This is an optimization exercise on Yosys and OpenROAD, whose aim is small area, not a production implementation. Function was checked by simulation only, so behaviour that the tests miss may differ from the original. No activity file was given, so power comes from the tool's default toggle rates.

==> design/flow/design.v <==
`timescale 1ns/100ps
`default_nettype none
module measure_core (
  input  wire logic        gmii_tx_clk,
  input  wire logic        sys_rst,
  input  wire logic        sec_oneshot,
  input  wire logic [31:0] global_counter,
  input  wire logic [9:0]  rx_in,            
  output logic      [7:0]  gmii_txd,
  output logic             gmii_tx_en,
  output logic      [31:0] rx_pps,
  output logic      [31:0] rx_throughput,
  output logic      [31:0] rx_latency
);
  localparam logic [47:0] OWN_MAC  = 48'h003776_000101;
  localparam logic [31:0] OWN_IPV4 = {8'd10, 8'd0, 8'd21, 8'd105};
  wire       rx_valid  = rx_in[9];
  wire       rx_infr   = rx_in[8];
  wire [7:0] rx_data   = rx_in[7:0];
  wire       beat_byte = rx_valid & rx_infr;
  wire       beat_end  = rx_valid & ~rx_infr;
  logic [15:0] byte_cnt;
  logic        rx_closed;
  logic        stat_done;
  logic        arp_ok;      
  logic        magic_ok;    
  logic [47:0] rx_src_mac;
  logic [31:0] rx_ip;       
  wire       cnt_live = beat_byte & ~rx_closed;
  wire       decide   = cnt_live && (byte_cnt == 16'd51);
  logic      ok_first;    
  logic      ok_byte;     
  logic [7:0] ok_exp;
  always_comb begin
    ok_first = 1'b0;
    ok_byte  = 1'b1;
    ok_exp   = 8'h00;
    case (byte_cnt)
      16'd12: begin ok_first = 1'b1; ok_exp = 8'h08; end
      16'd13: ok_exp = 8'h06;
      16'd20: ok_exp = 8'h00;
      16'd21: ok_exp = 8'h01;
      16'd38: ok_exp = OWN_IPV4[31:24];
      16'd39: ok_exp = OWN_IPV4[23:16];
      16'd40: ok_exp = OWN_IPV4[15:8];
      16'd41: ok_exp = OWN_IPV4[7:0];
      default: ok_byte = 1'b0;
    endcase
  end
  logic      mg_byte;
  logic [7:0] mg_exp;
  always_comb begin
    mg_byte = 1'b1;
    mg_exp  = 8'h00;
    case (byte_cnt)
      16'd42: mg_exp = 8'hcc;
      16'd43: mg_exp = 8'h55;
      16'd44: mg_exp = 8'haa;
      16'd45: mg_exp = 8'h33;
      16'd46: mg_exp = 8'h0f;
      default: mg_byte = 1'b0;
    endcase
  end
  wire in_mac   = (byte_cnt >= 16'd6)  && (byte_cnt < 16'd12);
  wire in_ip    = (byte_cnt >= 16'd28) && (byte_cnt < 16'd32);
  wire in_stamp = (byte_cnt >= 16'd47) && (byte_cnt < 16'd51);
  always_ff @(posedge gmii_tx_clk) begin
    if (cnt_live) begin
      if (ok_byte) arp_ok <= (ok_first | arp_ok) & (rx_data == ok_exp);
      if (mg_byte) magic_ok <= ((byte_cnt == 16'd42) | magic_ok) & (rx_data == mg_exp);
      if (in_mac) rx_src_mac <= {rx_src_mac[39:0], rx_data};
      if (in_ip || (in_stamp && magic_ok)) rx_ip <= {rx_ip[23:0], rx_data};
    end
  end
  always_ff @(posedge gmii_tx_clk) begin
    if (beat_end) begin
    end else if (beat_byte) begin
      byte_cnt <= rx_closed ? 16'd1 : byte_cnt + 16'd1;
    end
  end
  always_ff @(posedge gmii_tx_clk) begin
    if (sys_rst) begin
      rx_closed <= 1'b1;
      stat_done <= 1'b0;
    end else begin
      stat_done <= beat_end && !rx_closed && (byte_cnt != 16'd0);
      if (beat_end)       rx_closed <= 1'b1;
      else if (beat_byte) rx_closed <= 1'b0;
    end
  end
  always_ff @(posedge gmii_tx_clk) begin
    if (sys_rst) begin
      rx_latency <= '0;
    end else if (decide && magic_ok) begin
      rx_latency <= global_counter - rx_ip;
    end
  end
  logic [31:0] pkt_acc;
  logic [31:0] byte_acc;
  always_ff @(posedge gmii_tx_clk) begin
    if (sys_rst || sec_oneshot) begin
      rx_pps        <= pkt_acc;
      rx_throughput <= byte_acc;
    end
  end
  always_ff @(posedge gmii_tx_clk) begin
    if (sys_rst || sec_oneshot) begin
      pkt_acc  <= '0;
      byte_acc <= '0;
    end else begin
      pkt_acc  <= pkt_acc + {31'h0, stat_done};
      byte_acc <= byte_acc + {16'h0, byte_cnt & {16{stat_done}}};
    end
  end
  logic        req_valid;
  logic [1:0]  q_count;
  logic [79:0] q_tail;
  logic [79:0] q_head;
  logic        pop;
  wire take = decide && arp_ok && !magic_ok && !q_count[1];
  always_ff @(posedge gmii_tx_clk) begin
    if (take) q_tail <= {rx_src_mac, rx_ip};
    if (pop || q_count == 2'd0) q_head <= q_tail;
  end
  always_ff @(posedge gmii_tx_clk) begin
    if (sys_rst) begin
      req_valid <= 1'b0;
      q_count   <= 2'd0;
    end else begin
      req_valid <= take;
      case ({req_valid, pop})
        2'b10:   q_count <= q_count + 2'd1;
        2'b01:   q_count <= q_count - 2'd1;
        default: q_count <= q_count;
      endcase
    end
  end
  logic [6:0]  tx_cnt;
  logic [47:0] dst_mac;
  logic [31:0] dst_ip;
  logic [31:0] crc_q;
  logic [7:0]  tx_byte;
  assign pop = ~gmii_tx_en & (q_count != 2'd0);
  function automatic logic [7:0] mac_byte(input logic [47:0] m, input logic [2:0] i);
    case (i)
      3'd0:    mac_byte = m[47:40];
      3'd1:    mac_byte = m[39:32];
      3'd2:    mac_byte = m[31:24];
      3'd3:    mac_byte = m[23:16];
      3'd4:    mac_byte = m[15:8];
      default: mac_byte = m[7:0];
    endcase
  endfunction
  always_comb begin
    case (tx_cnt)
      7'd7:  tx_byte = 8'hd5;
      7'd8, 7'd9, 7'd10, 7'd11, 7'd12, 7'd13:
             tx_byte = mac_byte(dst_mac, tx_cnt[2:0]);
      7'd14, 7'd30: tx_byte = OWN_MAC[47:40];
      7'd15, 7'd31: tx_byte = OWN_MAC[39:32];
      7'd16, 7'd32: tx_byte = OWN_MAC[31:24];
      7'd17, 7'd33: tx_byte = OWN_MAC[23:16];
      7'd18, 7'd34: tx_byte = OWN_MAC[15:8];
      7'd19, 7'd35: tx_byte = OWN_MAC[7:0];
      7'd20: tx_byte = 8'h08;
      7'd21: tx_byte = 8'h06;
      7'd22: tx_byte = 8'h00;
      7'd23: tx_byte = 8'h01;
      7'd24: tx_byte = 8'h08;
      7'd25: tx_byte = 8'h00;
      7'd26: tx_byte = 8'h06;
      7'd27: tx_byte = 8'h04;
      7'd28: tx_byte = 8'h00;
      7'd29: tx_byte = 8'h02;
      7'd36: tx_byte = OWN_IPV4[31:24];
      7'd37: tx_byte = OWN_IPV4[23:16];
      7'd38: tx_byte = OWN_IPV4[15:8];
      7'd39: tx_byte = OWN_IPV4[7:0];
      7'd40, 7'd41, 7'd42, 7'd43, 7'd44, 7'd45:
             tx_byte = mac_byte(dst_mac, tx_cnt[2:0]);
      7'd46: tx_byte = dst_ip[31:24];
      7'd47: tx_byte = dst_ip[23:16];
      7'd48: tx_byte = dst_ip[15:8];
      7'd49: tx_byte = dst_ip[7:0];
      7'd68, 7'd69, 7'd70, 7'd71: tx_byte = ~crc_q[7:0];
      default: tx_byte = (tx_cnt < 7'd7) ? 8'h55 : 8'h00;
    endcase
  end
  assign gmii_txd = gmii_tx_en ? tx_byte : 8'h00;
  function automatic logic [31:0] crc_byte(input logic [31:0] c, input logic [7:0] d);
    logic [31:0] r;
    logic        fb;
    r = c;
    for (int i = 0; i < 8; i++) begin
      fb = r[0] ^ d[i];
      r  = r >> 1;
      if (fb) r = r ^ 32'hedb88320;
    end
    crc_byte = r;
  endfunction
  wire       tx_fcs  = (tx_cnt >= 7'd68);
  wire [7:0] crc_din = tx_fcs ? crc_q[7:0] : tx_byte;
  always_ff @(posedge gmii_tx_clk) begin
    if (!gmii_tx_en || tx_cnt < 7'd8) crc_q <= 32'hffffffff;
    else                              crc_q <= crc_byte(crc_q, crc_din);
  end
  always_ff @(posedge gmii_tx_clk) begin
    if (sys_rst) begin
      gmii_tx_en <= 1'b0;
      tx_cnt     <= '0;
    end else if (pop) begin
      gmii_tx_en <= 1'b1;
      tx_cnt     <= '0;
    end else if (gmii_tx_en) begin
      if (tx_cnt == 7'd71) gmii_tx_en <= 1'b0;
      else                 tx_cnt <= tx_cnt + 7'd1;
    end
  end
  always_ff @(posedge gmii_tx_clk) begin
    if (pop) {dst_mac, dst_ip} <= q_head;
  end
endmodule
`default_nettype wire
==> design/flow/flow/run.sh <==
#!/bin/bash
# Standard layout with three changes:
#  - synthesis maps logic with an area-oriented ABC script (flow/area.abc),
#    through the standard flow's own synthesis script with ABC's call redirected;
#  - ports get the smallest buffer (buf_1);
#  - the clock tree uses clkbuf_8 without dummy loads.
set -e
W=$PWD
export AREA_ABC_SCRIPT=$W/flow/area.abc
{ head -1 synth_recipe.tcl; echo "source $W/flow/abc_area.tcl"; tail -n +2 synth_recipe.tcl; } > $W/area_synth.tcl
sed "s#SYNTH_SCRIPT=[^ ]*#SYNTH_SCRIPT=$W/area_synth.tcl#" standard.sh > $W/area_standard.sh
grep -q "SYNTH_SCRIPT=$W/area_synth.tcl" $W/area_standard.sh
export BUFFER_PORTS_ARGS="-buffer_cell sky130_fd_sc_hd__buf_1"
export CTS_ARGS="-sink_clustering_enable -repair_clock_nets -dont_use_dummy_load -buf_list sky130_fd_sc_hd__clkbuf_8 -sink_clustering_size 20 -sink_clustering_max_diameter 60"
bash $W/area_standard.sh > standard.log 2>&1
==> design/flow/flow/abc_area.tcl <==
# Map the logic with flow/area.abc in place of ORFS's ABC speed script.
# Flip-flops are mapped before ABC runs, so registers are unchanged.
proc abc {args} {
  set i [lsearch $args -script]
  if {$i >= 0} {
    set args [lreplace $args $i [expr {$i + 1}] -script $::env(AREA_ABC_SCRIPT)]
  }
  yosys abc {*}$args
}
==> design/flow/flow/area.abc <==
strash
ifraig
scorr
dc2
strash
&get -n
&dch -f
&nf -R 1000
&put
==> design/flow/standard.sh <==
#!/bin/bash
# synth_recipe.tcl (not shown) runs the flow's synth.tcl, then flattens the netlist and writes it again
# the make line also repeats each setting of config.mk as NAME=value (left out here)
make -C /OpenROAD-flow-scripts/flow DESIGN_CONFIG=/design/flow/config.mk WORK_HOME=/design/flow/orfs CLKGATE_MAP_FILE= SYNTH_SCRIPT=/design/flow/synth_recipe.tcl "${@:-finish}"
==> design/flow/config.mk <==
export PLATFORM = sky130hd
export DESIGN_NAME = measure_core
export DESIGN_NICKNAME = measure_core
export VERILOG_FILES = /design/flow/design.v
export SDC_FILE = /design/flow/constraint.sdc
export NUM_CORES = 4
export LEC_CHECK = 0
export CAP_MARGIN = 20
export CORE_MARGIN = 2
export CORE_UTILIZATION = 75
export SLEW_MARGIN = 20
==> design/flow/constraint.sdc <==
create_clock -name core_clock -period 5.0 [get_ports {gmii_tx_clk}]
set_input_delay 1.0000 -clock core_clock [delete_from_list [all_inputs] [get_ports {gmii_tx_clk}]]
set_output_delay 1.0000 -clock core_clock [all_outputs]
set_load 0.01 [all_outputs]
==> results of run 1 <==
repair_timing:
item                       4_1_cts  5_1_grt
pin swaps                       16       61
resized for setup               39      105
setup buffers                   44       31
setup endpoints to repair       15       29
power groups by stage:
stage	registers, mW	logic (mW)	clock network [mW]
5_1_grt	5.06	0.597	2.05
3_3_place_gp	5.14	0.443	0
6_report	5.05	0.559	1.90
2_1_floorplan	5.15	0.267	0
3_5_place_dp	5.15	0.467	0
4_1_cts	5.05	0.504	1.89
per-stage QoR:
stage,instance area (um^2),setup TNS [ps]
3_5_place_dp,22640,-7046
3_3_place_gp,22640,-2682
4_1_cts,23550,-965.5
6_report,24130,-5268
5_1_grt,24130,-7342
2_1_floorplan,21040,-618.7
cells in the mapped netlist, types with 4 or more instances:
master,instances,area [um^2]
nor4_1,6,37.54
and3_1,53,331.6
a22oi_1,9,67.56
edfxtp_1,402,12070
o21ai_0,90,450.4
a21oi_1,109,545.5
nand2_1,69,259.0
o22ai_1,4,25.02
nor3_1,83,415.4
nand2b_1,30,187.7
nand3_1,17,85.08
clkinv_1,47,176.4
a2111oi_0,7,61.31
a222oi_1,12,120.1
a31oi_1,20,125.1
and4_1,5,43.79
and2_0,55,344.1
dfxtp_1,141,2823
nand4_1,8,50.05
xnor2_1,50,437.9
xor2_1,28,245.2
o211ai_1,4,30.03
o21bai_1,9,67.56
nor2b_1,16,100.1
a211oi_1,17,127.6
a21o_1,10,75.07
ha_1,59,738.2
o21a_1,17,127.6
nor2_1,118,442.9
critical path: cells and delay by family:
| family | cells | cell delay, ps |
|---|---|---|
| adders and majority gates | 2 | 320 |
| buffers and inverters | 2 | 150 |
| AOI/OAI and AO/OA | 15 | 2640 |
| and+or+nand+nor | 17 | 2040 |
cell type report:
| cell class | count | area, um^2 |
|---|---|---|
| fill | 1220 | 3503 |
| sequential | 543 | 14900 |
| inverter | 47 | 191.4 |
| multi-input combinational | 939 | 6400 |
| timing repair buffer | 293 | 1684 |
| clock buffer | 35 | 481.7 |
| tap | 378 | 473.0 |
per-layer routing:
metal | vias up | share of wire [%]
met3 | 225 | 8.6
met2 | 889 | 49
met5 | - | 0
met4 | 0 | 4.8
met1 | 6925 | 37
li1 | 6373 | -
flip-flops by register name, indices dropped and copies added (netlist names):
name,count
tx_cnt,7
rx_src_mac,48
rx_throughput,32
dst_ip,32
crc_q,32
q_tail,80
magic_ok,1
q_count,2
req_valid,1
stat_done,1
dst_mac,48
byte_acc,32
rx_latency,32
rx_ip,32
pkt_acc,32
rx_closed,1
arp_ok,1
byte_cnt,16
gmii_tx_en,1
rx_pps,32
q_head,80
logic make-up after synthesis:
| group | count (synthesis) | synth area share [%] |
|---|---|---|
| flops | 543 | 71.18 |
| simple gates | 467 | 11.23 |
| compound gates | 331 | 9.663 |
| xor+xnor | 78 | 3.265 |
| fa+ha+maj | 61 | 3.719 |
| buf+inv | 47 | 0.8431 |
| mux | 2 | 0.1016 |
path summary, 6_finish.rpt:
| path | start | to | slack [ps] | cells after the start |
|---|---|---|---|---|
| worst max register to register | rx_ip[0]$_DFFE_PP_ | rx_latency[30]$_SDFFE_PP0P_ | -680 | 34 |
| worst max-delay path | global_counter[0] | rx_latency[30]$_SDFFE_PP0P_ | -710 | 36 |
| worst min-delay path | rx_src_mac[47]$_DFFE_PP_ | q_tail[79]$_DFFE_PP_ | 420 | 0 |
| worst min register to register | rx_src_mac[47]$_DFFE_PP_ | q_tail[79]$_DFFE_PP_ | 420 | 0 |
==> reports/summary.txt, run 1 <==
die area -> 29250 um^2
min Tclk post-route -> 5707 ps
# setup viols final -> 15
number of remaining DRC errors -> 0
grt total ovfl -> 0
Port Buffer Count -> 149
unrepaired setup endpoints after global routing -> yes
Worst-path clk slew -> 120 ps
initial antenna violation count -> 0
status -> complete, but fails checks
I/O pin total -> 150
# placed instances -> 2126
Sw Share -> 22.76%
most frequent cells in the layout -> edfxtp_1 (402), buf_1 (146), dfxtp_1 (140)
Syn-to-layout area delta -> 15.30%
dpl hpwl -> 29580 um
Slew HR -> 16.52%
vias per inst -> 6.448
hold_ws -> 419.4 ps
Slowest-stage cell, CP -> a211oi_2
Min-Delay Path Class -> register to register
H-tree level count -> 2
Overall Global Routing Usage -> 30.70%
TritonCTS buffer count -> 35
met3 Use GR -> 5.158%
final non-filler cell total -> 2235
Die Y -> 171.0 um
Power Density -> 311.1 nW/um^2
Worst Path Class, Setup -> input pin to register
Placer Congestion -> 0.8473
row count -> 61
MaxCap Viol Count -> 0
ys flop type -> edfxtp_1
sequential group share of total power -> 67.3%
maximum VDD drop -> 300.2 uV
Post-DRT Antenna Nets -> 0
critical path arrival -> 6170 ps
pre-CTS WS -> -1056 ps
violated checks -> setup timing
Root Buffer -> clkbuf_8
Final Hold Fails -> 0
Int Power -> 5.798 mW
Syn. warnings -> 1
DR vias -> 14410
Cell variety after synth -> 47
Total Power -> 7.506 mW
Logic pwr share -> 7.4%
Slew @ Worst Pin -> 1251 ps
Core ar. -> 27630 um^2
Max Slew Vio Count -> 0
Req. time, crit path -> 5460 ps
#FFs+latches synth -> 543
startpoint types -> input pin
DRT iter0 DRCs -> 1650
Total Wirelength -> 50310 um
number of enable flip-flop cells after synthesis -> 402
Final nets -> 1965
met1 Use GR -> 42.00%
Leak -> 8.647 nW
clock sinks -> 543
Async S/R FF share, synth -> 0%
WL/cell -> 22.51 um
synthesized instance count -> 1529
drt pass-1 iters -> 8
leading cell type in the layout, fill and taps excluded -> edfxtp_1
Synth Area per Inst -> 13.69 um^2
share of layout cells above drive strength 1 -> 15.62%
register area share after synthesis -> 71.18%
Worst-Skew Late Latency -> 580 ps
Clock power frac -> 25.3%
GR peak layer -> met2
largest net degree at the start of global routing -> 82
Synthesized Nets -> 1635
net switching power of the design -> 1.708 mW
post-layout util -> 87.32%
maximum fanout along the worst path -> 2
vias in the first global route -> 13210
f_max -> 175.2 MHz
met2 global-route usage -> 50.77%
crit end category -> register
Critical Path Max Stage Delay -> 320 ps
Hold-fix buffers, CTS -> 0
Clock Tree Buf Depth -> 3
Die Width -> 171.0 um
final critical-path setup slack -> -706.8 ps
final period utilization -> 114.1%
CTS tree -> built
n_diodes -> 0
Post-Syn Area -> 20930 um^2
first-pass GRT wire length -> 69170 um
Worst Skew -> 36.79 ps
initial core utilization -> 75.74%
==> inputs of run 2 (changes only) <==
==> design/flow/flow/area.abc (replaced) <==
strash
ifraig
scorr
dc2
dc2
strash
&get -n
&st
&dch -f
&nf -E 100
&put
==> reports/summary.txt, run 2 <==
status -> did not finish
stopping stage -> global routing
First Err -> [ERROR GRT-0232] Routing congestion too high. Check the congestion heatmap in the GUI.
dpl hpwl -> 29580 um (about the same)
clock sinks -> 543 (unchanged)
top-area cell type share of the netlist area -> 57.62% (-0.065 points)
pre-CTS WS -> -1238 ps (-181.4 ps)
#FFs+latches synth -> 543 (unchanged)
Synthesized Nets -> 1669 (+2.1%)
H-tree level count -> 2 (unchanged)
most frequent cell after synthesis -> edfxtp_1
Cell variety after synth -> 45 (-4.3%)
number of enable flip-flop cells after synthesis -> 402 (unchanged)
grt total ovfl -> 3
Hold-fix buffers, CTS -> 0 (unchanged)
I/O pin total -> 150 (unchanged)
grt repair worst endpoint -> rx_latency[30]$_SDFFE_PP0P_/D
Syn. warnings -> 1 (unchanged)
TritonCTS buffer count -> 37 (+5.7%)
ranking of synthesized cells by area -> edfxtp_1 (58%), dfxtp_1 (13%), ha_1 (3.5%)
Post-Syn Area -> 20950 um^2 (+0.11%)
largest net degree at the start of global routing -> 82
synthesized instance count -> 1563 (+2.2%)
Die Y -> 171.1 um (about the same)
register area share after synthesis -> 71.10% (-0.081 points)
# placed instances -> 2146 (+0.94%)
Yosys top cell by area -> edfxtp_1
Root Buffer -> clkbuf_8
Async S/R FF share, synth -> 0% (unchanged)
Clock Tree Buf Depth -> 3 (unchanged)
synth cell count leaders -> edfxtp_1 (402), dfxtp_1 (141), a21oi_1 (125), clkinv_1 (100), nor2_1 (95)
row count -> 61 (unchanged)
Port Buffer Count -> 149 (unchanged)
Die Width -> 171.1 um (about the same)
worst endpoint type -> sequential cell input
ys flop type -> edfxtp_1
Placer Congestion -> 0.8723 (+3.0%)
initial core utilization -> 75.82% (+0.086 points)
Overall Global Routing Usage -> 65.19%
Synth Area per Inst -> 13.40 um^2 (-2.1%)
Post-Place Cell Area -> 22530 um^2 (-0.50%)
==> run 2: cell types whose count changed after synthesis, moves of 12 or more <==
cell      change
clkinv_1     +53
xnor2_1      -16
nor2_1       -23
nand2b_1     +12
a211oi_1     +20
a21oi_1      +16
a31oi_1      -13
o21a_1       -13
nand3_1      +22
==> run 2: routing by layer <==
layer,track usage (%),GRT overflow
met2,84.50,0
met3,46.36,1
met5,12.17,0
met4,63.34,2
met1,66.30,0
==> run 2: worst max-delay path by stage <==
stage | from | endpoint | slack [ps] | cells after the start
after detailed placement | global_counter[1] | rx_latency[31]$_SDFFE_PP0P_ | -1240 | 34
after floorplan | global_counter[1] | rx_latency[31]$_SDFFE_PP0P_ | -160 | 33
after global placement | global_counter[1] | rx_latency[31]$_SDFFE_PP0P_ | -790 | 34
after CTS | global_counter[1] | rx_latency[31]$_SDFFE_PP0P_ | -330 | 34
==> run 2: power groups by stage <==
| stage | Sequential [mW] | Clock [mW] | Combinational (mW) |
|---|---|---|---|
| 4_1_cts | 5.03 | 1.93 | 0.584 |
| 3_5_place_dp | 5.13 | 0 | 0.495 |
| 2_1_floorplan | 5.13 | 0 | 0.269 |
| 3_3_place_gp | 5.12 | 0 | 0.476 |
==> run 2: cells by family after synthesis <==
family,Yosys count,synth area share (%)
adder cells (fa/ha/maj),61,3.715
flip-flops,543,71.10
XOR/XNOR,61,2.550
buffers and inverters,100,1.792
AO/OA/AOI/OAI,301,8.517
AND/OR/NAND/NOR,492,12.09
multiplexers,5,0.2389
==> run 2: repair_timing <==
item	4_1_cts
pin swaps	46
resized for setup	66
setup buffers	266
endpoints found under the setup margin	12
==> inputs of run 3 (changes only) <==
--- a/design/flow/design.v
+++ b/design/flow/design.v
@@ -89,9 +89,29 @@
     end
   end
+  logic [31:0] lat_diff;
+  always_comb begin
+    logic [31:0] p, g, pg, gg;
+    p  = global_counter ^ ~rx_ip;
+    g  = global_counter & ~rx_ip;
+    gg = g;
+    pg = p;
+    gg[0] = g[0] | p[0];             
+    for (int d = 1; d < 32; d = d * 2)            
+      for (int i = 2 * d - 1; i < 32; i += 2 * d) begin
+        gg[i] = gg[i] | (pg[i] & gg[i - d]);
+        pg[i] = pg[i] & pg[i - d];
+      end
+    for (int d = 8; d >= 1; d = d / 2)            
+      for (int i = 3 * d - 1; i < 32; i += 2 * d) begin
+        gg[i] = gg[i] | (pg[i] & gg[i - d]);
+        pg[i] = pg[i] & pg[i - d];
+      end
+    lat_diff = p ^ {gg[30:0], 1'b1};
+  end
   always_ff @(posedge gmii_tx_clk) begin
     if (sys_rst) begin
       rx_latency <= '0;
     end else if (decide && magic_ok) begin
-      rx_latency <= global_counter - rx_ip;
+      rx_latency <= lat_diff;
     end
   end
--- a/design/flow/flow/run.sh
+++ b/design/flow/flow/run.sh
@@ -1,5 +1,6 @@
 #!/bin/bash
 # Standard layout with three changes:
-#  - synthesis maps logic with an area-oriented ABC script (flow/area.abc),
+#  - synthesis maps logic with an area-oriented ABC script (flow/area.abc)
+#    after mapping the latency subtractor as written (flow/cone.abc),
 #    through the standard flow's own synthesis script with ABC's call redirected;
 #  - ports get the smallest buffer (buf_1);
@@ -8,4 +9,5 @@
 W=$PWD
 export AREA_ABC_SCRIPT=$W/flow/area.abc
+export CONE_ABC_SCRIPT=$W/flow/cone.abc
 { head -1 synth_recipe.tcl; echo "source $W/flow/abc_area.tcl"; tail -n +2 synth_recipe.tcl; } > $W/area_synth.tcl
 sed "s#SYNTH_SCRIPT=[^ ]*#SYNTH_SCRIPT=$W/area_synth.tcl#" standard.sh > $W/area_standard.sh
==> design/flow/flow/abc_area.tcl (replaced) <==
# Replaces ABC's call in the standard flow's synthesis script. Flip-flops are mapped
# before ABC runs, so the registers are those of the standard synthesis.
# The logic fed by global_counter (the latency subtractor, written as a
# Brent-Kung adder in the RTL) is mapped first without restructuring, so
# it keeps its log-depth carries; the rest is mapped for area.
proc abc {args} {
  set i [lsearch $args -script]
  set cone [lreplace $args $i [expr {$i + 1}] -script $::env(CONE_ABC_SCRIPT)]
  yosys abc {*}$cone w:global_counter %co*
  set rest [lreplace $args $i [expr {$i + 1}] -script $::env(AREA_ABC_SCRIPT)]
  yosys abc {*}$rest
}
==> design/flow/flow/cone.abc (new file) <==
strash
map
--- a/design/flow/config.mk
+++ b/design/flow/config.mk
@@ -8,4 +8,4 @@
 export CAP_MARGIN = 20
 export CORE_MARGIN = 2
-export CORE_UTILIZATION = 75
+export CORE_UTILIZATION = 65
 export SLEW_MARGIN = 20
==> reports/summary.txt, run 3 <==
status -> timing/DRC/antenna clean
maximum VDD drop -> 268.2 uV
Slowest-stage cell, CP -> dfxtp_1
final critical-path setup slack -> 272.6 ps
Syn-to-layout area delta -> 10.21%
DRT iter0 DRCs -> 901
Post-DRT Antenna Nets -> 0
leading cell type in the layout, fill and taps excluded -> edfxtp_1
Int Power -> 5.772 mW
clock sinks -> 543 (unchanged)
origin of the critical flop-to-flop path -> stat_done$_SDFF_PP0_
Power Density -> 317.9 nW/um^2
startpoint types -> register
Worst Reg2Reg Path Length in Cells -> 26
#FFs+latches synth -> 543 (unchanged)
top flop regs -> q_head: 80 flops, q_tail: 80 flops
fillcell total -> 2188
most frequent cells in the layout -> edfxtp_1 (402), buf_1 (148), dfxtp_1 (141)
synth cell count leaders -> edfxtp_1 (402), dfxtp_1 (141), a21oi_1 (138), nand2_1 (116), clkinv_1 (85)
largest net degree at the start of global routing -> 92
Final nets -> 1908
Synth Area per Inst -> 13.63 um^2 (+1.7%)
min Tclk post-route -> 4727 ps
MaxCap Viol Count -> 0
Sw Share -> 22.08%
vias in the first global route -> 12280
critical path arrival -> 5250 ps
Req. time, crit path -> 5520 ps
Hold Path Cell Cnt -> 0
Syn. warnings -> 1 (unchanged)
DR vias -> 12770
Max Slew Vio Count -> 0
Overall Global Routing Usage -> 23.83%
Synthesized Nets -> 1670 (+0.060%)
Logic pwr share -> 6.6%
Worst Skew -> 65.62 ps
I/O pin total -> 150 (unchanged)
Slew HR -> 31.67%
hold endpoint -> dst_mac[38]$_DFFE_PP_
drt pass-1 iters -> 6
Sum Neg Setup Slack -> 0 ps
number of remaining DRC errors -> 0
maximum fanout along the worst path -> 4
ys flop type -> edfxtp_1
number of enable flip-flop cells after synthesis -> 402 (unchanged)
share of layout cells above drive strength 1 -> 8.394%
Async S/R FF share, synth -> 0% (unchanged)
Port Buffer Count -> 149 (unchanged)
final period utilization -> 94.55%
die area -> 33980 um^2
TritonCTS buffer count -> 37 (unchanged)
final non-filler cell total -> 2231
FF-to-FF setup slack -> 270 ps
WL/cell -> 18.10 um
Yosys top cell by area -> edfxtp_1
Total Wirelength -> 40370 um
CTS tree -> built
Core ar. -> 32290 um^2
Cell variety after synth -> 55 (+22%)
Worst-path clk slew -> 110 ps
Root Buffer -> clkbuf_8
# placed instances -> 2190 (+2.1%)
# setup viols final -> 0
vias per inst -> 5.726
Clock power frac -> 25.7%
dpl hpwl -> 27830 um (-5.9%)
Hold-fix buffers, CTS -> 0 (unchanged)
initial antenna violation count -> 4
first-pass GRT wire length -> 63200 um
kind of cell adding the most delay to the critical path -> compound AO/OA/AOI/OAI gates
crit end category -> register
initial core utilization -> 65.48% (-10 points)
Clock Tree Buf Depth -> 3 (unchanged)
most used cell, CP -> o21a_1
Bufs and invs on worst path -> 2
Worst Path Class, Setup -> register to register
Total Power -> 7.408 mW
pre-CTS WS -> -396.4 ps (+841.2 ps)
ranking of synthesized cells by area -> edfxtp_1 (57%), dfxtp_1 (13%), ha_1 (3.4%)
worst r2r dst -> byte_acc[31]$_SDFF_PP0_
top-area cell type share of the netlist area -> 57.10% (-0.53 points)
grt total ovfl -> 0
Slew @ Worst Pin -> 1025 ps
post-layout util -> 72.16%
most frequent cell after synthesis -> edfxtp_1
Post-Syn Area -> 21140 um^2 (+0.92%)
synthesized instance count -> 1551 (-0.77%)
Min-Delay Startpoint -> q_head[70]$_DFFE_PP_
Min-Delay Path Class -> register to register
sequential group share of total power -> 67.7%
row count -> 66 (+8.2%)
Die Y -> 184.4 um (+7.7%)
Worst-Skew Late Latency -> 570 ps
Die Width -> 184.4 um (+7.7%)
Placer Congestion -> 0.8816 (+1.1%)
f_max -> 211.5 MHz
register area share after synthesis -> 70.45% (-0.65 points)
Critical Path Max Stage Delay -> 330 ps
H-tree level count -> 2 (unchanged)
Final Hold Fails -> 0
Leak -> 8.028 nW
net switching power of the design -> 1.636 mW
## run 3: changes by cell type after synthesis, moves of 17 or more
| cell | previous run | this run |
|---|---|---|
| nand3_1 | 39 | 12 |
| o21ai_0 | 83 | 64 |
| nand2b_1 | 42 | 7 |
| nand2_1 | 71 | 116 |
| or2_2 | 0 | 17 |
| nor2_1 | 95 | 76 |
| a211oi_1 | 37 | 8 |
## run 3: final cells by class
cell class / instances / area, um^2 / share of cell area [%]
antenna: 2 / 5.005 / 0.02148
inverter: 85 / 321.6 / 1.380
clock buffer: 37 / 509.2 / 2.186
multi-input combinational: 923 / 6068 / 26.04
sequential: 543 / 14890 / 63.92
timing repair buffer: 199 / 948.4 / 4.070
tap: 442 / 553.0 / 2.374
## run 3: layer usage
layer / wire [um] / up-vias / global-route usage [%]
met5: 27 / - / 0
met2: 18990 / 307 / 38.53
met4: 1027 / 4 / 6.688
li1: - / 6256 / -
met1: 17620 / 6135 / 32.22
met3: 2702 / 72 / 6.303
## run 3: cell families (layout without fill, tap and decap cells)
group / Yosys count / after routing / share of synthesized area [%]
DFF: 543 / 543 / 70.45
and+or+nand+nor: 466 / 466 / 11.22
AOI/OAI and AO/OA: 317 / 317 / 9.096
buffers and inverters: 85 / 321 / 1.509
adders and majority gates: 74 / 74 / 4.983
xor gates and xnor gates: 65 / 65 / 2.693
muxes: 1 / 1 / 0.04735
other: 0 / 2 / 0
## run 3: worst max path at each step
stage	startpoint	to	depth (start not counted)
2_1_floorplan	tx_cnt[0]$_SDFFE_PP0P_	crc_q[20]$_SDFF_PP1_	18
3_3_place_gp	byte_cnt[0]$_SDFFCE_PP1P_	byte_acc[30]$_SDFF_PP0_	26
3_5_place_dp	byte_cnt[0]$_SDFFCE_PP1P_	byte_acc[30]$_SDFF_PP0_	26
4_1_cts	stat_done$_SDFF_PP0_	byte_acc[30]$_SDFF_PP0_	26
5_1_grt	stat_done$_SDFF_PP0_	byte_acc[31]$_SDFF_PP0_	26
6_report	stat_done$_SDFF_PP0_	byte_acc[31]$_SDFF_PP0_	26
## run 3: timing repair
action,in CTS,in global routing
endpoints found under the setup margin,4,9
pin swaps,2,7
gates resized for setup,10,28
setup buffers,1,1
## run 3: power by group through the flow
stage               clock (mW)  sequential, mW  combinational (mW)
global route              2.10            5.03               0.542
global placement             0            5.11               0.487
finish                    1.90            5.02               0.491
CTS                       1.96            5.02               0.498
floorplan                    0            5.12               0.263
detailed placement           0            5.12               0.494
## run 3: through the flow
| stage | hold WS, ps | area, um^2 |
|---|---|---|
| 6_report | 400.9 | 23300 |
| 5_1_grt | 402.5 | 23290 |
| 4_1_cts | 390.2 | 23190 |
| 3_5_place_dp | 404.5 | 22660 |
| 3_3_place_gp | 400.3 | 22640 |
| 2_1_floorplan | 400.3 | 21160 |
==> inputs of run 4 (changes only) <==
--- a/design/flow/config.mk
+++ b/design/flow/config.mk
@@ -8,4 +8,4 @@
 export CAP_MARGIN = 20
 export CORE_MARGIN = 2
-export CORE_UTILIZATION = 65
+export CORE_UTILIZATION = 55
 export SLEW_MARGIN = 20
==> reports/summary.txt, run 4 <==
critical path arrival -> 5210 ps (-40 ps)
ys flop type -> edfxtp_1
Slew HR -> 37.81% (+6.1 points)
Root Buffer -> clkbuf_8
top flop regs -> q_head: 80 flops, q_tail: 80 flops
design area -> 23370 um^2 (+0.32%)
Worst Path Class, Setup -> register to register
CP Capture Point -> byte_acc[31]$_SDFF_PP0_
Total Wirelength -> 42360 um (+4.9%)
f_max -> 211.5 MHz (about the same)
die area -> 40020 um^2 (+18%)
Yosys top cell by area -> edfxtp_1
Critical Path Max Stage Delay -> 330 ps (about the same)
most frequent cells in the layout -> edfxtp_1 (402), buf_1 (148), dfxtp_1 (140)
Synth Area per Inst -> 13.63 um^2 (unchanged)
top-area cell type share of the netlist area -> 57.10% (unchanged)
drt pass-1 iters -> 5 (-1)
CTS tree -> built
Worst-path clk slew -> 120 ps (about the same)
I/O pin total -> 150 (unchanged)
dpl hpwl -> 29000 um (+4.2%)
CP Depth -> 26 (unchanged)
maximum VDD drop -> 239.5 uV (-11%)
Worst-Skew Late Latency -> 610 ps (+40 ps)
synthesized instance count -> 1551 (unchanged)
Bufs and invs on worst path -> 2 (unchanged)
Clock Tree Buf Depth -> 3 (unchanged)
Final nets -> 1910 (+0.10%)
Crit. Startpoint -> stat_done$_SDFF_PP0_
Post-Syn Area -> 21140 um^2 (unchanged)
grt total ovfl -> 0 (unchanged)
worst r2r dst -> byte_acc[31]$_SDFF_PP0_
most frequent cell after synthesis -> edfxtp_1
Worst Skew -> 70.43 ps (+4.810 ps)
clock sinks -> 543 (unchanged)
Post-DRT Antenna Nets -> 0 (unchanged)
Min-Delay Path Class -> register to register
leading cell type in the layout, fill and taps excluded -> edfxtp_1
Hold-fix buffers, CTS -> 0 (unchanged)
kind of cell adding the most delay to the critical path -> compound AO/OA/AOI/OAI gates
Port Buffer Count -> 149 (unchanged)
DR vias -> 12650 (-0.96%)
Synth Area in Simple Gates -> 11.22% (unchanged)
Req. time, crit path -> 5480 ps (-40 ps)
Max Slew Vio Count -> 0 (unchanged)
Synthesized Nets -> 1670 (unchanged)
Syn. warnings -> 1 (unchanged)
register area share after synthesis -> 70.45% (unchanged)
startpoint types -> register
Leak -> 8.041 nW (+0.16%)
first-pass GRT wire length -> 66430 um (+5.1%)
Power Density -> 320.3 nW/um^2 (+0.74%)
initial core utilization -> 56.00% (-9.5 points)
Async S/R FF share, synth -> 0% (unchanged)
met3 Use GR -> 5.309% (-0.99 points)
Die Width -> 200.1 um (+8.5%)
origin of the critical flop-to-flop path -> stat_done$_SDFF_PP0_
# placed instances -> 2258 (+3.1%)
largest net degree at the start of global routing -> 82 (-11%)
Cell variety after synth -> 55 (unchanged)
vias in the first global route -> 12370 (+0.74%)
Post-Place Cell Area -> 22740 um^2 (+0.35%)
GR peak layer -> met2
row count -> 71 (+7.6%)
share of layout cells above drive strength 1 -> 8.105% (-0.29 points)
initial antenna violation count -> 6 (+2)
Die Y -> 200.1 um (+8.5%)
Adder-Cell Fraction of Synth Area -> 4.983% (unchanged)
TritonCTS buffer count -> 39 (+5.4%)
DRT iter0 DRCs -> 687 (-24%)
crit end category -> register
post-synthesis compound-gate area fraction -> 9.096% (unchanged)
H-tree level count -> 2 (unchanged)
synth cell count leaders -> edfxtp_1 (402), dfxtp_1 (141), a21oi_1 (138), nand2_1 (116), clkinv_1 (85)
final non-filler cell total -> 2302 (+3.2%)
fillcell total -> 2939 (+34%)
Placer Congestion -> 0.8503 (-3.6%)
Hold Path Cell Cnt -> 0 (unchanged)
Final Hold Fails -> 0 (unchanged)
number of remaining DRC errors -> 0 (unchanged)
Worst Reg2Reg Path Length in Cells -> 26 (unchanged)
FF-to-FF setup slack -> 270 ps (about the same)
#FFs+latches synth -> 543 (unchanged)
vias per inst -> 5.496 (-4.0%)
post-synthesis xor/xnor area fraction -> 2.693% (unchanged)
status -> timing/DRC/antenna clean
# setup viols final -> 0 (unchanged)
min Tclk post-route -> 4728 ps (+0.1550 ps)
Slowest-stage cell, CP -> dfxtp_1
multiplexer share of the synthesized area -> 0.04735% (unchanged)
Slew @ Worst Pin -> 919.8 ps (-105.2 ps)
Syn-to-layout area delta -> 10.56%
MaxCap Viol Count -> 0 (unchanged)
Overall Global Routing Usage -> 21.61% (-2.2 points)
multi-input logic area -> 6015 um^2 (-0.89%)
Reg area -> 14900 um^2 (about the same)
number of enable flip-flop cells after synthesis -> 402 (unchanged)
main combinational cell family by area after synthesis -> simple AND/OR/NAND/NOR gates
WL/cell -> 18.40 um (+1.7%)
met1 Use GR -> 29.58% (-2.6 points)
ranking of synthesized cells by area -> edfxtp_1 (57%), dfxtp_1 (13%), ha_1 (3.4%)
met2 global-route usage -> 33.89% (-4.6 points)
final period utilization -> 94.55% (about the same)
maximum fanout along the worst path -> 3 (-1)
Core ar. -> 37760 um^2 (+17%)
most used cell, CP -> o21a_1
[run 4: cell counts after synthesis]
No cell type changed its count.
[run 4: routing by layer]
| layer | vias to the layer above | wire (um) |
|---|---|---|
| li1 | 6238 | - |
| met1 | 6083 | 19100 |
| met2 | 240 | 19450 |
| met3 | 82 | 2502 |
| met4 | 8 | 1260 |
| met5 | - | 46 |
[run 4: timing repair]
item                       4_1_cts  5_1_grt
pin swaps                        1        9
gates resized for setup          5       24
setup endpoints to repair        3        9
buffers inserted                 0        2
[run 4: kinds of logic after synthesis]
kind of cell / count (synthesis)
simple gates: 466
mux: 1
fa+ha+maj: 74
compound gates: 317
xor+xnor: 65
flops: 543
buf+inv: 85
[run 4: worst min path at each step]
stage	from	slack [ps]	endpoint
after floorplan	q_head[0]$_DFFE_PP_	400	dst_ip[0]$_DFFE_PP_
after global placement	q_tail[45]$_DFFE_PP_	400	q_head[45]$_DFFE_PP_
after detailed placement	q_head[0]$_DFFE_PP_	400	dst_ip[0]$_DFFE_PP_
after CTS	q_tail[0]$_DFFE_PP_	380	q_head[0]$_DFFE_PP_
after global routing	q_tail[54]$_DFFE_PP_	390	q_head[54]$_DFFE_PP_
final	q_tail[16]$_DFFE_PP_	390	q_head[16]$_DFFE_PP_
[run 4: where the power goes]
part	switching (mW)	internal (mW)	total, mW
logic	0.342	0.151	0.493
clock network	1.28	0.704	1.98
registers	0.0597	4.95	5.01
[run 4: area by class of cell]
class	count	area share [%]
multi-input combinational	923	25.73
clock buffer	39	2.296
antenna	2	0.02141
inverter	85	1.376
tap	511	2.735
timing repair buffer	199	4.111
sequential	543	63.73
[run 4: metrics by stage]
step | util [%] | TNS (ps) | hold slack (ps) | setup slack [ps] | power [mW]
after floorplan | - | 0 | 400.3 | 141.6 | 5.385
after global placement | 60.22 | -13.06 | 400.6 | -13.06 | 5.605
after detailed placement | 60.22 | -189.5 | 404.5 | -118.0 | 5.613
after CTS | 61.64 | 0 | 384.0 | 32.12 | 7.578
after global routing | 61.90 | -77.77 | 387.8 | -46.37 | 7.778
final | 61.91 | 0 | 389.9 | 272.4 | 7.486
[run 4: worst register-to-register path, delay by kind of cell (launching register included)]
| kind | cells | cell delay [ps] |
|---|---|---|
| AO/OA/AOI/OAI | 16 | 2870 |
| adder cells (fa/ha/maj) | 1 | 260 |
| buffers and inverters | 2 | 200 |
| flip-flops | 1 | 330 |
| AND/OR/NAND/NOR | 7 | 950 |
==> inputs of run 5 (changes only) <==
--- a/design/flow/config.mk
+++ b/design/flow/config.mk
@@ -6,6 +6,6 @@
 export NUM_CORES = 4
 export LEC_CHECK = 0
-export CAP_MARGIN = 20
+export CAP_MARGIN = 0
 export CORE_MARGIN = 2
 export CORE_UTILIZATION = 55
-export SLEW_MARGIN = 20
+export SLEW_MARGIN = 0
==> reports/summary.txt, run 5 <==
status -> timing/DRC/antenna clean
share of layout cells above drive strength 1 -> 8.054% (-0.051 points)
Slew @ Worst Pin -> 1056 ps (+136.1 ps)
row count -> 71 (unchanged)
Final Hold Fails -> 0 (unchanged)
I/O pin total -> 150 (unchanged)
most frequent cell after synthesis -> edfxtp_1
Total Wirelength -> 42270 um (-0.20%)
H-tree level count -> 2 (unchanged)
die area -> 40020 um^2 (unchanged)
fillcell total -> 2941 (+0.068%)
final period utilization -> 94.56% (about the same)
Worst Reg2Reg Path Length in Cells -> 26 (unchanged)
Yosys top cell by area -> edfxtp_1
WL/cell -> 18.37 um (-0.15%)
Root Buffer -> clkbuf_8
startpoint types -> register
MaxCap Viol Count -> 0 (unchanged)
largest net degree at the start of global routing -> 82 (unchanged)
Synth Area per Inst -> 13.63 um^2 (unchanged)
clock sinks -> 543 (unchanged)
Power Density -> 320.3 nW/um^2 (about the same)
Hold Path Cell Cnt -> 0 (unchanged)
Cell variety after synth -> 55 (unchanged)
ys flop type -> edfxtp_1
dpl hpwl -> 29000 um (unchanged)
register area share after synthesis -> 70.45% (unchanged)
Die Width -> 200.1 um (unchanged)
vias per inst -> 5.484 (-0.22%)
Leak -> 8.033 nW (-0.10%)
Placer Congestion -> 0.8503 (unchanged)
top flop regs -> q_head: 80 flops, q_tail: 80 flops
Min-Delay Path Class -> register to register
Worst-Skew Late Latency -> 610 ps (about the same)
Synthesized Nets -> 1670 (unchanged)
Port Buffer Count -> 149 (unchanged)
Req. time, crit path -> 5480 ps (about the same)
grt total ovfl -> 0 (unchanged)
TritonCTS buffer count -> 39 (unchanged)
initial antenna violation count -> 6 (unchanged)
Worst Skew -> 73.89 ps (+3.455 ps)
leading cell type in the layout, fill and taps excluded -> edfxtp_1
maximum VDD drop -> 239.5 uV (about the same)
number of remaining DRC errors -> 0 (unchanged)
Clock Tree Buf Depth -> 3 (unchanged)
#FFs+latches synth -> 543 (unchanged)
most frequent cells in the layout -> edfxtp_1 (402), buf_1 (148), dfxtp_1 (140)
crit end category -> register
maximum fanout along the worst path -> 3 (unchanged)
Min-Delay Startpoint -> q_tail[16]$_DFFE_PP_
number of enable flip-flop cells after synthesis -> 402 (unchanged)
Post-Place Cell Area -> 22740 um^2 (unchanged)
Core ar. -> 37760 um^2 (unchanged)
Async S/R FF share, synth -> 0% (unchanged)
top-area cell type share of the netlist area -> 57.10% (unchanged)
# setup viols final -> 0 (unchanged)
worst r2r dst -> byte_acc[31]$_SDFF_PP0_
Die Y -> 200.1 um (unchanged)
Critical Path Max Stage Delay -> 330 ps (about the same)
first-pass GRT wire length -> 66430 um (unchanged)
most used cell, CP -> o21a_1
Overall Global Routing Usage -> 21.61% (unchanged)
Slew HR -> 29.50% (-8.3 points)
FF-to-FF setup slack -> 270 ps (about the same)
ranking of synthesized cells by area -> edfxtp_1 (57%), dfxtp_1 (13%), ha_1 (3.4%)
CTS tree -> built
synth cell count leaders -> edfxtp_1 (402), dfxtp_1 (141), a21oi_1 (138), nand2_1 (116), clkinv_1 (85)
Post-Syn Area -> 21140 um^2 (unchanged)
Final nets -> 1909 (-0.052%)
min Tclk post-route -> 4728 ps (+0.6030 ps)
design area -> 23350 um^2 (about the same)
Syn-to-layout area delta -> 10.46% (about the same)
vias in the first global route -> 12370 (unchanged)
origin of the critical flop-to-flop path -> stat_done$_SDFF_PP0_
Worst Path Class, Setup -> register to register
Slowest-stage cell, CP -> dfxtp_1
hold endpoint -> q_head[16]$_DFFE_PP_
synthesized instance count -> 1551 (unchanged)
Worst-path clk slew -> 120 ps (about the same)
f_max -> 211.5 MHz (about the same)
Syn. warnings -> 1 (unchanged)
Post-DRT Antenna Nets -> 0 (unchanged)
Max Slew Vio Count -> 0 (unchanged)
post-layout util -> 61.86% (about the same)
drt pass-1 iters -> 5 (unchanged)
initial core utilization -> 56.00% (unchanged)
critical path arrival -> 5210 ps (about the same)
DRT iter0 DRCs -> 656 (-4.5%)
DR vias -> 12620 (-0.26%)
run 5: worst max-delay path, delay by kind of cell, from the launching register on:
kind / cells / cell delay (ps)
AOI/OAI and AO/OA: 16 / 2870
adders and majority gates: 1 / 260
buffers and inverters: 2 / 200
DFF: 1 / 330
and+or+nand+nor: 7 / 950
run 5: through the flow:
step / hold WS [ps] / power [mW] / TNS (ps) / setup slack [ps] / std cells
3_3_place_gp: 400.6 / 5.605 / -13.06 / -13.06 / 2258
4_1_cts: 384.0 / 7.578 / 0 / 32.12 / 2297
2_1_floorplan: 400.3 / 5.385 / 0 / 141.6 / 1551
6_report: 390.3 / 7.480 / 0 / 271.8 / 2301
3_5_place_dp: 404.5 / 5.613 / -189.5 / -118.0 / 2258
5_1_grt: 387.8 / 7.770 / -77.77 / -46.37 / 2299
run 5: worst max-delay path by stage:
stage | slack [ps] | to | depth (start not counted) | start
after floorplan | 140 | crc_q[20]$_SDFF_PP1_ | 18 | tx_cnt[0]$_SDFFE_PP0P_
after global placement | -10 | byte_acc[30]$_SDFF_PP0_ | 26 | byte_cnt[0]$_SDFFCE_PP1P_
after detailed placement | -120 | byte_acc[30]$_SDFF_PP0_ | 26 | byte_cnt[0]$_SDFFCE_PP1P_
after CTS | 30 | byte_acc[30]$_SDFF_PP0_ | 25 | stat_done$_SDFF_PP0_
after global routing | -50 | byte_acc[30]$_SDFF_PP0_ | 25 | stat_done$_SDFF_PP0_
final | 270 | byte_acc[31]$_SDFF_PP0_ | 26 | stat_done$_SDFF_PP0_
run 5: timing repair:
action                     CTS  global route
hold buffers                 0             0
buffers inserted             0             2
setup endpoints to repair    3             9
pin swaps                    1             9
gates resized for setup      5            24
run 5: layout make-up:
class | count | area, um^2 | area share [%]
inverters | 85 | 321.6 | 1.377
clock buffers | 39 | 536.8 | 2.298
flip-flops and latches | 543 | 14900 | 63.78
well taps | 511 | 639.4 | 2.738
diodes | 2 | 5.005 | 0.02143
repair buffers | 198 | 940.9 | 4.029
multi-input cells | 923 | 6015 | 25.75
run 5: routing by layer:
metal	part of all wire (%)	wire [um]	vias to the layer above	track usage, %
met3	5.9	2475	81	5.309
met1	45	19080	6068	29.58
li1	-	-	6236	-
met5	0.11	46	-	0
met2	46	19410	225	33.89
met4	3.0	1264	8	7.874
run 5: cell families after synthesis:
kind of cell,after synthesis,share of synthesized area (%)
AOI/OAI and AO/OA,317,9.096
xor gates and xnor gates,65,2.693
buffers and inverters,85,1.509
muxes,1,0.04735
adders and majority gates,74,4.983
and+or+nand+nor,466,11.22
DFF,543,70.45
run 5: power by group:
group | leakage (nW) | switching (mW) | internal [mW]
Clock | 0.280 | 1.28 | 0.704
Sequential | 5.03 | 0.0598 | 4.96
Combinational | 2.72 | 0.340 | 0.143
Total | 8.03 | 1.68 | 5.80
==> inputs of run 6 (changes only) <==
--- a/design/flow/design.v
+++ b/design/flow/design.v
@@ -110,8 +110,6 @@
   end
   always_ff @(posedge gmii_tx_clk) begin
-    if (sys_rst) begin
-      rx_latency <= '0;
-    end else if (decide && magic_ok) begin
-      rx_latency <= lat_diff;
+    if (sys_rst || (decide && magic_ok)) begin
+      rx_latency <= lat_diff & {32{~sys_rst}};
     end
   end
==> design/flow/flow/area.abc (replaced) <==
strash
ifraig
scorr
dc2
dc2
strash
&get -n
&st
&dch -f
&nf -R 1000 -E 100
&put
==> reports/summary.txt, run 6 <==
die area -> 39770 um^2 (-0.63%)
share of layout cells above drive strength 1 -> 9.937% (+1.9 points)
# placed instances -> 2179 (-3.5%)
Total Wirelength -> 42310 um (about the same)
f_max -> 199.0 MHz (-5.9%)
register area share after synthesis -> 72.43% (+2.0 points)
synth cell count leaders -> edfxtp_1 (434), dfxtp_1 (109), nor2_1 (105), a21oi_1 (102), nand2_1 (88)
Slew @ Worst Pin -> 1047 ps (-9.466 ps)
grt total ovfl -> 0 (unchanged)
top flop regs -> q_head: 80 flops, q_tail: 80 flops
vias per inst -> 5.476 (-0.14%)
Int Power -> 5.910 mW (+1.8%)
Final nets -> 1872 (-1.9%)
crit end category -> register
Slowest-stage cell, CP -> edfxtp_1
clock sinks -> 543 (unchanged)
I/O pin total -> 150 (unchanged)
design area -> 23640 um^2 (+1.2%)
number of remaining DRC errors -> 0 (unchanged)
leading cell type in the layout, fill and taps excluded -> edfxtp_1
Synth Area per Inst -> 14.21 um^2 (+4.3%)
number of enable flip-flop cells after synthesis -> 434 (+8.0%)
Yosys top cell by area -> edfxtp_1
initial antenna violation count -> 8 (+2)
Worst-path clk slew -> 90 ps (-30 ps)
TritonCTS buffer count -> 40 (+2.6%)
Min-Delay Path Class -> register to register
Leak -> 8.273 nW (+3.0%)
sequential group share of total power -> 66.8% (-0.3 points)
top-area cell type share of the netlist area -> 62.04% (+4.9 points)
vias in the first global route -> 12110 (-2.1%)
net switching power of the design -> 1.754 mW (+4.6%)
Logic pwr share -> 6.9% (+0.4 points)
MaxCap Viol Count -> 0 (unchanged)
synthesized instance count -> 1478 (-4.7%)
# setup viols final -> 2 (+2)
Syn. warnings -> 1 (unchanged)
FF-to-FF setup slack -> -20 ps (-300 ps)
Worst-Skew Late Latency -> 620 ps (about the same)
Syn-to-layout area delta -> 12.55%
Slew HR -> 30.23% (+0.73 points)
Placer Congestion -> 0.8482 (-0.25%)
ys flop type -> edfxtp_1
maximum fanout along the worst path -> 3 (unchanged)
status -> complete, but fails checks
violated checks -> setup timing
kind of cell adding the most delay to the critical path -> simple AND/OR/NAND/NOR gates
most frequent cells in the layout -> edfxtp_1 (434), buf_1 (149), dfxtp_1 (108)
Die Y -> 199.4 um (-0.31%)
final period utilization -> 100.5% (+5.9 points)
Worst Skew -> 88.42 ps (+14.53 ps)
final non-filler cell total -> 2263 (-1.7%)
drt pass-1 iters -> 5 (unchanged)
Overall Global Routing Usage -> 21.70% (+0.089 points)
Post-Place Cell Area -> 22650 um^2 (-0.40%)
row count -> 71 (unchanged)
Power Density -> 324.2 nW/um^2 (+1.2%)
Clock Tree Buf Depth -> 3 (unchanged)
Clock power frac -> 26.2% (-0.3 points)
Post-Syn Area -> 21010 um^2 (-0.64%)
Req. time, crit path -> 5530 ps (+50 ps)
Bufs and invs on worst path -> 1 (-1)
Root Buffer -> clkbuf_8
Sw Share -> 22.89% (+0.47 points)
DRT iter0 DRCs -> 787 (+20%)
Async S/R FF share, synth -> 0% (unchanged)
Port Buffer Count -> 149 (unchanged)
H-tree level count -> 2 (unchanged)
final critical-path setup slack -> -24.02 ps (-295.8 ps)
Die Width -> 199.4 um (-0.31%)
min Tclk post-route -> 5024 ps (+295.8 ps)
WL/cell -> 18.70 um (+1.8%)
dpl hpwl -> 28170 um (-2.9%)
initial core utilization -> 55.77% (-0.23 points)
Critical Path Max Stage Delay -> 410 ps (+80 ps)
Core ar. -> 37670 um^2 (-0.24%)
maximum VDD drop -> 212.0 uV (-11%)
Max Slew Vio Count -> 0 (unchanged)
DR vias -> 12390 (-1.8%)
unrepaired setup endpoints after global routing -> yes
Final Hold Fails -> 0 (unchanged)
fillcell total -> 2999 (+2.0%)
ranking of synthesized cells by area -> edfxtp_1 (62%), dfxtp_1 (10%), ha_1 (3.4%)
Cell variety after synth -> 49 (-11%)
Worst Path Class, Setup -> register to register
CTS tree -> built
Post-DRT Antenna Nets -> 0 (unchanged)
largest net degree at the start of global routing -> 83 (+1.2%)
critical path arrival -> 5560 ps (+350 ps)
startpoint types -> register
most frequent cell after synthesis -> edfxtp_1
Synthesized Nets -> 1597 (-4.4%)
#FFs+latches synth -> 543 (unchanged)
first-pass GRT wire length -> 65930 um (-0.76%)
[run 6: cell count changes in the layout (fill, tap and decap cells not counted), moves of 13 or more]
| cell | before | now |
|---|---|---|
| or2_2 | 17 | 1 |
| a21oi_1 | 135 | 98 |
| and2_2 | 14 | 1 |
| buf_4 | 48 | 81 |
| nand2_1 | 115 | 86 |
| and3_1 | 54 | 39 |
| o21a_1 | 17 | 3 |
| edfxtp_1 | 402 | 434 |
| dfxtp_1 | 140 | 108 |
| nor2_1 | 75 | 103 |
[run 6: worst reg2reg max path, delay by kind of cell (launching register included)]
kind / cells / cell delay [ps]
AO/OA/AOI/OAI: 9 / 1100
adder cells (fa/ha/maj): 1 / 200
buffers and inverters: 1 / 40
flip-flops: 1 / 410
AND/OR/NAND/NOR: 23 / 3210
[run 6: power groups by stage]
stage | Clock [mW] | Combinational (mW) | Sequential [mW]
after floorplan | 0 | 0.287 | 5.23
after global placement | 0 | 0.532 | 5.22
after detailed placement | 0 | 0.539 | 5.22
after CTS | 2.10 | 0.542 | 5.12
after global routing | 2.25 | 0.592 | 5.14
final | 2.01 | 0.531 | 5.12
[run 6: what timing repair did]
action	CTS	global route
hold buffers	0	0
endpoints found under the setup margin	4	7
setup buffers	35	10
resized for setup	20	26
cloned	0	0
pin swaps	20	22
[run 6: path summary, 6_finish.rpt]
path                                  start                 endpoint  cells after the start
setup / recovery  byte_cnt[1]$_SDFFCE_PP0P_  byte_acc[31]$_SDFF_PP0_                     34
hold / removal         q_head[68]$_DFFE_PP_    dst_mac[36]$_DFFE_PP_                      0
setup reg to reg  byte_cnt[1]$_SDFFCE_PP0P_  byte_acc[31]$_SDFF_PP0_                     34
hold reg to reg        q_head[68]$_DFFE_PP_    dst_mac[36]$_DFFE_PP_                      0
[run 6: metal layers]
layer  track usage (%)  wire length, um  up-vias
met1             29.84            18730     5942
li1                  -                -     6042
met3             7.055             3229       77
met2             33.55            19330      321
met5                 0               64        -
met4             5.789              956       10
[run 6: final cells by class]
cell class	count	area (um^2)	share of cell area [%]
Tap cell	511	639.4	2.704
Inverter	76	290.3	1.228
Timing Repair Buffer	233	1227	5.192
Clock buffer	40	550.5	2.329
Sequential cell	543	15220	64.36
Multi-Input combinational cell	859	5717	24.18
Antenna cell	1	2.502	0.01058
[run 6: stage by stage]
step	setup TNS, ps	setup slack (ps)	hold slack (ps)	util, %	power [mW]
final	-28.01	-24.02	338.2	62.77	7.664
after global routing	-1164	-317.2	338.8	62.76	7.983
after CTS	-12.25	-12.25	334.8	62.39	7.765
after detailed placement	-415.9	-164.5	404.5	60.12	5.762
after global placement	-223.9	-119.8	400.5	60.12	5.753
after floorplan	0	4.094	400.3	-	5.517
[run 6: logic make-up (layout without fill, tap and decap cells)]
family                     count (synthesis)  in the layout  synth area share [%]
adders and majority gates                 74             74                 5.015
and+or+nand+nor                          456            456                 10.77
other                                      0              1                     0
buffers and inverters                     76            349                 1.358
xor gates and xnor gates                  79             79                 3.294
DFF                                      543            543                 72.43
AOI/OAI and AO/OA                        250            250                 7.136
==> inputs of run 7 (changes only) <==
==> design/flow/flow/area.abc (replaced) <==
strash
ifraig
scorr
dc2
dc2
strash
&get -n
&st
&dch -f
&nf -E 100
&put
==> reports/summary.txt, run 7 <==
# setup viols final -> 0 (-2)
Slowest-stage cell, CP -> nor2b_1
Bufs and invs on worst path -> 2 (+1)
WL/cell -> 18.28 um (-2.2%)
top-area cell type share of the netlist area -> 61.98% (-0.063 points)
Sum Neg Setup Slack -> 0 ps (+28.01 ps)
status -> timing/DRC/antenna clean
CP cell instances -> clkinv_1 -> ha_1 -> nor2b_1 -> nor2_1 -> o31ai_1 -> nor4_1 -> nand3_1 -> nor2_1 -> a31oi_1 -> and2_0 -> buf_1
synthesized instance count -> 1482 (+0.27%)
maximum fanout along the worst path -> 10 (+7)
number of remaining DRC errors -> 0 (unchanged)
Synthesized Nets -> 1601 (+0.25%)
# placed instances -> 2170 (-0.41%)
CP Depth -> 11 (-68%)
I/O pin total -> 150 (unchanged)
Final nets -> 1824 (-2.6%)
Die Width -> 199.5 um (about the same)
Worst Reg2Reg Path Length in Cells -> 24 (-29%)
die area -> 39810 um^2 (+0.10%)
Worst-Skew Late Latency -> 650 ps (+30 ps)
Logic pwr share -> 6.8% (about the same)
DR vias -> 12100 (-2.4%)
Slew @ Worst Pin -> 986.3 ps (-60.23 ps)
Min-Delay Startpoint -> q_tail[36]$_DFFE_PP_
Power Density -> 330.3 nW/um^2 (+1.9%)
clock sinks -> 543 (unchanged)
Placer Congestion -> 0.8575 (+1.1%)
hold endpoint -> q_head[36]$_DFFE_PP_
Core ar. -> 37670 um^2 (unchanged)
Crit. Startpoint -> tx_cnt[0]$_SDFFE_PP0P_
kind of cell adding the most delay to the critical path -> simple AND/OR/NAND/NOR gates
maximum VDD drop -> 241.2 uV (+14%)
Clock power frac -> 26.2% (about the same)
ranking of synthesized cells by area -> edfxtp_1 (62%), dfxtp_1 (10%), ha_1 (3.4%)
first-pass GRT wire length -> 64540 um (-2.1%)
Post-Syn Area -> 21030 um^2 (+0.10%)
final period utilization -> 93.89% (-6.6 points)
unrepaired setup endpoints after global routing -> no
grt total ovfl -> 0 (unchanged)
origin of the critical flop-to-flop path -> stat_done$_SDFF_PP0_
most frequent cells in the layout -> edfxtp_1 (434), buf_1 (149), a21oi_1 (113)
H-tree level count -> 2 (unchanged)
Worst Skew -> 94.31 ps (+5.892 ps)
number of enable flip-flop cells after synthesis -> 434 (unchanged)
Critical Path Max Stage Delay -> 750 ps (+340 ps)
Slew HR -> 34.25% (+4.0 points)
Leak -> 7.980 nW (-3.5%)
register area share after synthesis -> 72.36% (-0.073 points)
initial antenna violation count -> 9 (+1)
largest net degree at the start of global routing -> 115 (+39%)
Clock Tree Buf Depth -> 3 (unchanged)
net switching power of the design -> 1.722 mW (-1.8%)
CTS tree -> built
share of layout cells above drive strength 1 -> 4.756% (-5.2 points)
most used cell, CP -> nor2_1
synth cell count leaders -> edfxtp_1 (434), a21oi_1 (113), dfxtp_1 (109), nor2_1 (99), nand2_1 (94)
sequential group share of total power -> 67.0% (+0.2 points)
Async S/R FF share, synth -> 0% (unchanged)
leading cell type in the layout, fill and taps excluded -> edfxtp_1
Int Power -> 5.908 mW (about the same)
row count -> 71 (unchanged)
final non-filler cell total -> 2220 (-1.9%)
Req. time, crit path -> 4000 ps (-1530 ps)
drt pass-1 iters -> 5 (unchanged)
critical path arrival -> 3690 ps (-1870 ps)
DRT iter0 DRCs -> 748 (-5.0%)
dpl hpwl -> 27700 um (-1.7%)
Sw Share -> 22.57% (-0.32 points)
min Tclk post-route -> 4694 ps (-329.7 ps)
MaxCap Viol Count -> 0 (unchanged)
Port Buffer Count -> 149 (unchanged)
Die Y -> 199.5 um (about the same)
crit end category -> output port
FF-to-FF setup slack -> 370 ps (+390 ps)
Final Hold Fails -> 0 (unchanged)
Hold Path Cell Cnt -> 0 (unchanged)
Min-Delay Path Class -> register to register
Synth Area per Inst -> 14.19 um^2 (-0.17%)
Post-DRT Antenna Nets -> 0 (unchanged)
Syn. warnings -> 1 (unchanged)
vias per inst -> 5.450 (-0.48%)
Worst Path Class, Setup -> register to output port
worst r2r dst -> byte_acc[31]$_SDFF_PP0_
top flop regs -> q_head: 80 flops, q_tail: 80 flops
#FFs+latches synth -> 543 (unchanged)
vias in the first global route -> 11900 (-1.7%)
most frequent cell after synthesis -> edfxtp_1
startpoint types -> register
Worst-path clk slew -> 110 ps (+20 ps)
Syn-to-layout area delta -> 9.854%
TritonCTS buffer count -> 40 (unchanged)
Root Buffer -> clkbuf_8
initial core utilization -> 55.83% (+0.056 points)
Max Slew Vio Count -> 0 (unchanged)
Overall Global Routing Usage -> 21.10% (-0.61 points)
ys flop type -> edfxtp_1
Yosys top cell by area -> edfxtp_1
Total Wirelength -> 40590 um (-4.1%)
Cell variety after synth -> 51 (+4.1%)
f_max -> 213.0 MHz (+7.0%)
## run 7: cell types whose count changed in the layout (fill, tap and decap cells not counted), sizes merged, moves of 5 or more
cell    delta
nand2      +6
nor3       -8
clkinv    +11
and2      -12
diode      +5
nand2b    -13
a21boi     +6
a21oi     +11
nor2       -6
buf       -52
## run 7: per-layer routing
metal	routed length, um	GRT usage [%]
met1	18550	29.36
met2	18340	32.75
met3	2738	5.553
met5	44	0
met4	908	6.475
## run 7: worst max path at each step
stage                         endpoint  slack, ps
2_1_floorplan  q_count[1]$_SDFFE_PP0P_          6
3_3_place_gp   byte_acc[30]$_SDFF_PP0_        340
3_5_place_dp   byte_acc[30]$_SDFF_PP0_         80
4_1_cts        byte_acc[30]$_SDFF_PP0_         50
5_1_grt        byte_acc[31]$_SDFF_PP0_         10
6_report                   gmii_txd[6]        310
## run 7: area by class of cell
cell class,instances,area (um^2)
sequential,543,15210
multi-input combinational,853,5543
fill,3011,14570
tap,511,639.4
timing repair buffer,181,812.0
antenna,6,15.01
inverter,86,325.3
clock buffer,40,550.5
## run 7: repair_timing
item / in CTS / in global routing
hold buffers: 0 / 0
setup buffers: 0 / 4
resized for setup: 0 / 7
endpoints found under the setup margin: 0 / 6
## run 7: stage by stage
| step | worst slack, ps | power, mW | hold slack, ps | util [%] | cell area, um^2 |
|---|---|---|---|---|---|
| 2_1_floorplan | 6.003 | 5.518 | 400.3 | - | 21050 |
| 3_3_place_gp | 339.1 | 5.746 | 400.5 | 59.75 | 22500 |
| 3_5_place_dp | 84.71 | 5.746 | 404.5 | 59.75 | 22500 |
| 4_1_cts | 53.62 | 7.738 | 367.9 | 61.21 | 23050 |
| 5_1_grt | 13.82 | 7.937 | 360.7 | 61.30 | 23090 |
| 6_report | 305.7 | 7.630 | 374.1 | 61.33 | 23100 |
## run 7: worst reg2reg max path, delay by kind of cell (launching register included)
family,cells,cell delay [ps]
and+or+nand+nor,6,1170
AOI/OAI and AO/OA,15,2570
adders and majority gates,1,260
buffers and inverters,2,250
DFF,1,310
## run 7: power by group through the flow
| stage | combinational (mW) | clock [mW] | sequential [mW] |
|---|---|---|---|
| floorplan | 0.288 | 0 | 5.23 |
| global placement | 0.531 | 0 | 5.22 |
| detailed placement | 0.531 | 0 | 5.21 |
| CTS | 0.534 | 2.09 | 5.12 |
| global route | 0.584 | 2.22 | 5.13 |
| finish | 0.521 | 2.00 | 5.11 |
## run 7: cells by family (layout without fill, tap and decap cells)
family,Yosys count,count (layout),synth area share [%]
buffers and inverters,86,307,1.535
DFF,543,543,72.36
other,0,6,0
adders and majority gates,74,74,5.010
xor gates and xnor gates,80,80,3.332
AOI/OAI and AO/OA,277,277,7.926
and+or+nand+nor,422,422,9.842

==> port drivers added, routing unchanged <==
How much do the figures lean on ideal ports? The routed layouts below were timed once more, with nothing changed but the port constraints.
Step 1: set_driving_cell puts a clkbuf_16 on gmii_tx_clk and a buf_2 on each other input, an assumption about the parent block.
Step 2 also shifts input and output timing later by t, the mid clock arrival at the registers, as if the neighbouring blocks saw the same clock.
a / b / c = ideal / step 1 / step 2; a / b = the first two.
| run | t, ns | setup WS [ns] | worst slew at a driven data input, ns | pins driven straight from the clock port |
|---|---|---|---|---|
| run 1 | 0.607 | -0.707 / -0.691 / -1.298 | 0.06 | 1 |
| run 3 | 0.600 | 0.273 / 0.236 / 0.273 | 0.07 | 1 |
| run 4 | 0.629 | 0.272 / 0.236 / 0.272 | 0.08 | 1 |
| run 5 | 0.628 | 0.272 / 0.242 / 0.272 | 0.08 | 1 |
| run 6 | 0.632 | -0.024 / -0.024 / -0.024 | 0.08 | 1 |
| run 7 | 0.649 | 0.306 / 0.256 / 0.374 | 0.09 | 1 |
For run 1, which loses most, drivers alone change the setup slack by +0.016 ns; drivers and shift together by -0.591 ns.
